Background: an optimization exercise with open tools, aiming at small area, a short achievable clock period and few clock cycles. Do not read the settings as production practice. At most, simulation tests tie the RTL to the original design; equivalence was not proved. Power is estimated from default activity; no workload was simulated.

old:
Design hart_mem_sys, start of the top module:
module hart_mem_sys (
    input  logic                   i_clk,
    input  logic                   i_rst_n,
    input  logic [31:0]            i_fetch_addr,
    output logic [31:0]            o_fetch_inst,
    output logic                   o_fetch_busy,
    input  logic                   i_ls_read,
    input  logic                   i_ls_write,
    input  logic [31:0]            i_ls_addr,
    input  logic [31:0]            i_ls_wdata,
    input  logic [1:0]             i_ls_size,
    input  logic                   i_ls_unsigned,
    output logic [31:0]            o_ls_rdata,
    output logic                   o_ls_trap,
    output logic                   o_ls_busy,
    output logic                   o_mem_ren,
    output logic                   o_mem_wen,
    output logic [31:0]            o_mem_addr,
    output logic [31:0]            o_mem_wdata,
    input  logic [31:0]            i_mem_rdata,
    input  logic                   i_mem_valid,
    input  logic                   i_mem_ready
);
==> module word_store_det, before the edit <==
module word_store_det (
    input  logic       i_write,
    input  logic [1:0] i_size,
    input  logic [1:0] i_offset,
    output logic       o_word_store
);
    assign o_word_store = i_write && i_size[1] && (i_offset == 2'b00);
endmodule
==> module hart_mem_sys, before the edit <==
module hart_mem_sys (
    input  logic                   i_clk,
    input  logic                   i_rst_n,
    input  logic [31:0]            i_fetch_addr,
    output logic [31:0]            o_fetch_inst,
    output logic                   o_fetch_busy,
    input  logic                   i_ls_read,
    input  logic                   i_ls_write,
    input  logic [31:0]            i_ls_addr,
    input  logic [31:0]            i_ls_wdata,
    input  logic [1:0]             i_ls_size,
    input  logic                   i_ls_unsigned,
    output logic [31:0]            o_ls_rdata,
    output logic                   o_ls_trap,
    output logic                   o_ls_busy,
    output logic                   o_mem_ren,
    output logic                   o_mem_wen,
    output logic [31:0]            o_mem_addr,
    output logic [31:0]            o_mem_wdata,
    input  logic [31:0]            i_mem_rdata,
    input  logic                   i_mem_valid,
    input  logic                   i_mem_ready
);
    typedef enum logic [1:0] {
        RD_NONE  = 2'd0,
        RD_FETCH = 2'd1,
        RD_LOAD  = 2'd2,
        RD_STORE = 2'd3
    } rd_e;
    rd_e        rd_q, rd_d;
    logic [1:0] off_q;
    logic [1:0] size_q;
    logic       uns_q;
    always_ff @(posedge i_clk) begin
        if (!i_rst_n) rd_q <= RD_NONE;
        else          rd_q <= rd_d;
        off_q  <= i_ls_addr[1:0];
        size_q <= i_ls_size;
        uns_q  <= i_ls_unsigned;
    end
    logic rd_none, rd_f, rd_l, rd_s;
    logic is_byte, is_half, is_word, mis_q;
    assign rd_none = (rd_q == RD_NONE);
    assign rd_f    = (rd_q == RD_FETCH);
    assign rd_l    = (rd_q == RD_LOAD);
    assign rd_s    = (rd_q == RD_STORE);
    assign is_byte = (size_q == 2'd0);
    assign is_half = (size_q == 2'd1);
    assign is_word = size_q[1];
    assign mis_q   = (is_half && off_q[0]) || (is_word && (off_q != 2'b00));
    logic ls_turn_q, ls_turn_d;
    logic ls_sel, word_store, ls_done;
    always_ff @(posedge i_clk) begin
        if (!i_rst_n) ls_turn_q <= 1'b1;
        else          ls_turn_q <= ls_turn_d;
    end
    word_store_det u_word_store (
        .i_write(i_ls_write), .i_size(i_ls_size), .i_offset(i_ls_addr[1:0]),
        .o_word_store(word_store)
    );
    logic sel_fetch;
    addr_sel_ls u_sel_ls (
        .i_read(i_ls_read), .i_write(i_ls_write), .i_turn(ls_turn_q), .o_sel(ls_sel)
    );
    addr_sel_fetch u_sel_fetch (
        .i_read(i_ls_read), .i_write(i_ls_write), .i_turn(ls_turn_q), .o_sel(sel_fetch)
    );
    assign o_mem_wen  = i_mem_ready && ((rd_none && ls_turn_q && word_store) ||
                                        (rd_s && i_mem_valid && !mis_q));
    assign o_mem_ren  = i_mem_ready && ((rd_none && !(ls_turn_q && word_store)) ||
                                        (rd_l && i_mem_valid));
    addr_mux u_addr_mux (
        .i_ls(i_ls_addr[31:2]), .i_fetch(i_fetch_addr[31:2]),
        .i_sel_ls(ls_sel), .i_sel_fetch(sel_fetch), .o_addr(o_mem_addr[31:2])
    );
    assign o_mem_addr[1:0] = 2'b00;
    assign ls_done = (i_ls_read || i_ls_write) && !o_ls_busy;
    always_comb begin
        rd_d = rd_q;
        if (i_mem_valid) rd_d = RD_NONE;
        if (o_mem_ren) begin
            if (!ls_sel)         rd_d = RD_FETCH;
            else if (i_ls_write) rd_d = RD_STORE;
            else                 rd_d = RD_LOAD;
        end
        ls_turn_d = ls_turn_q;
        if (ls_done || (o_mem_ren && ls_sel && i_ls_read)) ls_turn_d = 1'b0;
        if (!o_fetch_busy) ls_turn_d = 1'b1;
    end
    assign o_fetch_inst = i_mem_rdata;
    assign o_fetch_busy = !(rd_f && i_mem_valid);
    assign o_ls_busy = !(o_mem_wen || ((rd_l || (rd_s && mis_q)) && i_mem_valid));
    assign o_ls_trap = mis_q && rd_q[1];
    logic [3:0] mask, sel_old, sel_own, sel_lo, sel_hi;
    always_comb begin
        if (is_byte)      mask = 4'b0001 << off_q;
        else if (is_half) mask = off_q[1] ? 4'b1100 : 4'b0011;
        else              mask = 4'b1111;
    end
    always_comb begin
        sel_old = 4'b0000;
        sel_own = 4'b1111;
        sel_lo  = 4'b0000;
        sel_hi  = 4'b0000;
        if (rd_s) begin
            sel_old = ~mask;
            sel_own = mask & (is_half ? 4'b0011 : 4'b0001);
            sel_lo  = mask & (is_half ? 4'b0100 : 4'b1110);
            sel_hi  = mask & (is_half ? 4'b1000 : 4'b0000);
        end
    end
    always_comb begin
        for (int k = 0; k < 4; k++) begin
            o_mem_wdata[8*k +: 8] = ({8{sel_old[k]}} & i_mem_rdata[8*k +: 8]) |
                                    ({8{sel_own[k]}} & i_ls_wdata[8*k +: 8]) |
                                    ({8{sel_lo[k]}}  & i_ls_wdata[7:0]) |
                                    ({8{sel_hi[k]}}  & i_ls_wdata[15:8]);
        end
    end
    logic [3:0] lo_sel, sign_b_sel, sign_h_sel;
    logic       sign_b, sign_bh;
    assign lo_sel     = 4'b0001 << off_q;
    assign sign_b_sel = (uns_q || !is_byte) ? 4'b0000 : lo_sel;
    assign sign_h_sel = (uns_q || !is_half) ? 4'b0000 : (off_q[1] ? 4'b1000 : 4'b0010);
    assign sign_b     = |(sign_b_sel & {i_mem_rdata[31], i_mem_rdata[23],
                                        i_mem_rdata[15], i_mem_rdata[7]});
    assign sign_bh    = |((sign_b_sel | sign_h_sel) & {i_mem_rdata[31], i_mem_rdata[23],
                                                       i_mem_rdata[15], i_mem_rdata[7]});
    always_comb begin
        o_ls_rdata[7:0]   = ({8{lo_sel[0]}} & i_mem_rdata[7:0]) |
                            ({8{lo_sel[1]}} & i_mem_rdata[15:8]) |
                            ({8{lo_sel[2]}} & i_mem_rdata[23:16]) |
                            ({8{lo_sel[3]}} & i_mem_rdata[31:24]);
        o_ls_rdata[15:8]  = ({8{!is_byte && !off_q[1]}} & i_mem_rdata[15:8]) |
                            ({8{!is_byte &&  off_q[1]}} & i_mem_rdata[31:24]) |
                            {8{sign_b}};
        o_ls_rdata[31:16] = ({16{is_word}} & i_mem_rdata[31:16]) | {16{sign_bh}};
    end
endmodule
clock: 6.0 ns
lec_check: 0
abc_area: 1
cap_margin: 20
core_margin: 2
core_utilization: 25
cts_buf_list: sky130_fd_sc_hd__clkbuf_2
place_density: 0.8
setup_slack_margin: 2.5
slew_margin: 20
synth_hierarchical: 1
synth_minimum_keep_size: 0
standard.sh (not shown) runs the stock make flow with config.mk's settings and CLKGATE_MAP_FILE= SYNTH_SCRIPT=/design/flow/synth_recipe.tcl, a recipe that flattens the netlist after the stock synthesis.
==> flow/flow/run.sh <==
#!/bin/bash
set -euo pipefail
export BUFFER_PORTS_ARGS="-buffer_cell sky130_fd_sc_hd__buf_1"
bash standard.sh MATCH_CELL_FOOTPRINT=0 finish > standard_flow.log 2>&1
Input changes introduced in new (baseline for comparison: old):
--- a/flow/design.v
+++ b/flow/design.v
@@ -36,17 +36,8 @@
     input  logic        i_sel_fetch,
     output logic [29:0] o_addr
 );
     assign o_addr = (i_ls & {30{i_sel_ls}}) | (i_fetch & {30{i_sel_fetch}});
-endmodule
-`timescale 1ns/1ps
-module word_store_det (
-    input  logic       i_write,
-    input  logic [1:0] i_size,
-    input  logic [1:0] i_offset,
-    output logic       o_word_store
-);
-    assign o_word_store = i_write && i_size[1] && (i_offset == 2'b00);
 endmodule
 `timescale 1ns/1ps
 module hart_mem_sys (
     input  logic                   i_clk,
@@ -103,12 +94,9 @@
     always_ff @(posedge i_clk) begin
         if (!i_rst_n) ls_turn_q <= 1'b1;
         else          ls_turn_q <= ls_turn_d;
     end
-    word_store_det u_word_store (
-        .i_write(i_ls_write), .i_size(i_ls_size), .i_offset(i_ls_addr[1:0]),
-        .o_word_store(word_store)
-    );
+    assign word_store = i_ls_write && i_ls_size[1] && (i_ls_addr[1:0] == 2'b00);
     logic sel_fetch;
     addr_sel_ls u_sel_ls (
         .i_read(i_ls_read), .i_write(i_ls_write), .i_turn(ls_turn_q), .o_sel(ls_sel)
     );
Notes after the runs:
- Across old and new, none had a timing, DRC or antenna violation.
- old → new: average instance area after synthesis fell 0.19 sq um, cell area after synthesis fell about 6%, core outline area fell about 6%.
- Compared to old, new has total design power 0.011 mW lower.
- Starting DRC count in detailed routing: new lower than old
- From old to new the numbers moved as follows: internal power contribution down about 0.9%; synthesized cell count down about 2.8%; routed wire length -about 2.8%; setup slack after layout higher.
- new vs old: worst-case headroom to the max-slew limit up in new
- Sort old and new by total cell area at the placement stage, descending, and old comes first.
Testbench counts of new, summed over its fixed seeds: cycles 137,032.
For old, only the layout was checked, not whether the RTL still works.

==> what the ideal ports hide <==
How much do the figures lean on ideal ports? The routed layouts below were timed once more, with nothing changed but the port constraints.
Step 1: set_driving_cell puts a clkbuf_16 on i_clk and a buf_2 on each other input, an assumption about the parent block.
Step 2 times the ports against the registers' clock, not the clock port: input delays grow and output delays shrink by t, the midpoint of the rising clock arrivals with the driver on.
Three values: no drivers, after step 1, after step 2; two values: the first two.
run	shift t [ns]	setup WS [ns]	slew at the worst register clock pin (ns)
old	0.248	2.554 / 2.501 / 2.501	0.09 / 0.09
new	0.249	2.619 / 2.581 / 2.581	0.07 / 0.07
After both steps every run listed still meets setup and hold. The setup slack of old, which loses most, moves by -0.053 ns with the drivers and by -0.053 ns with both steps.
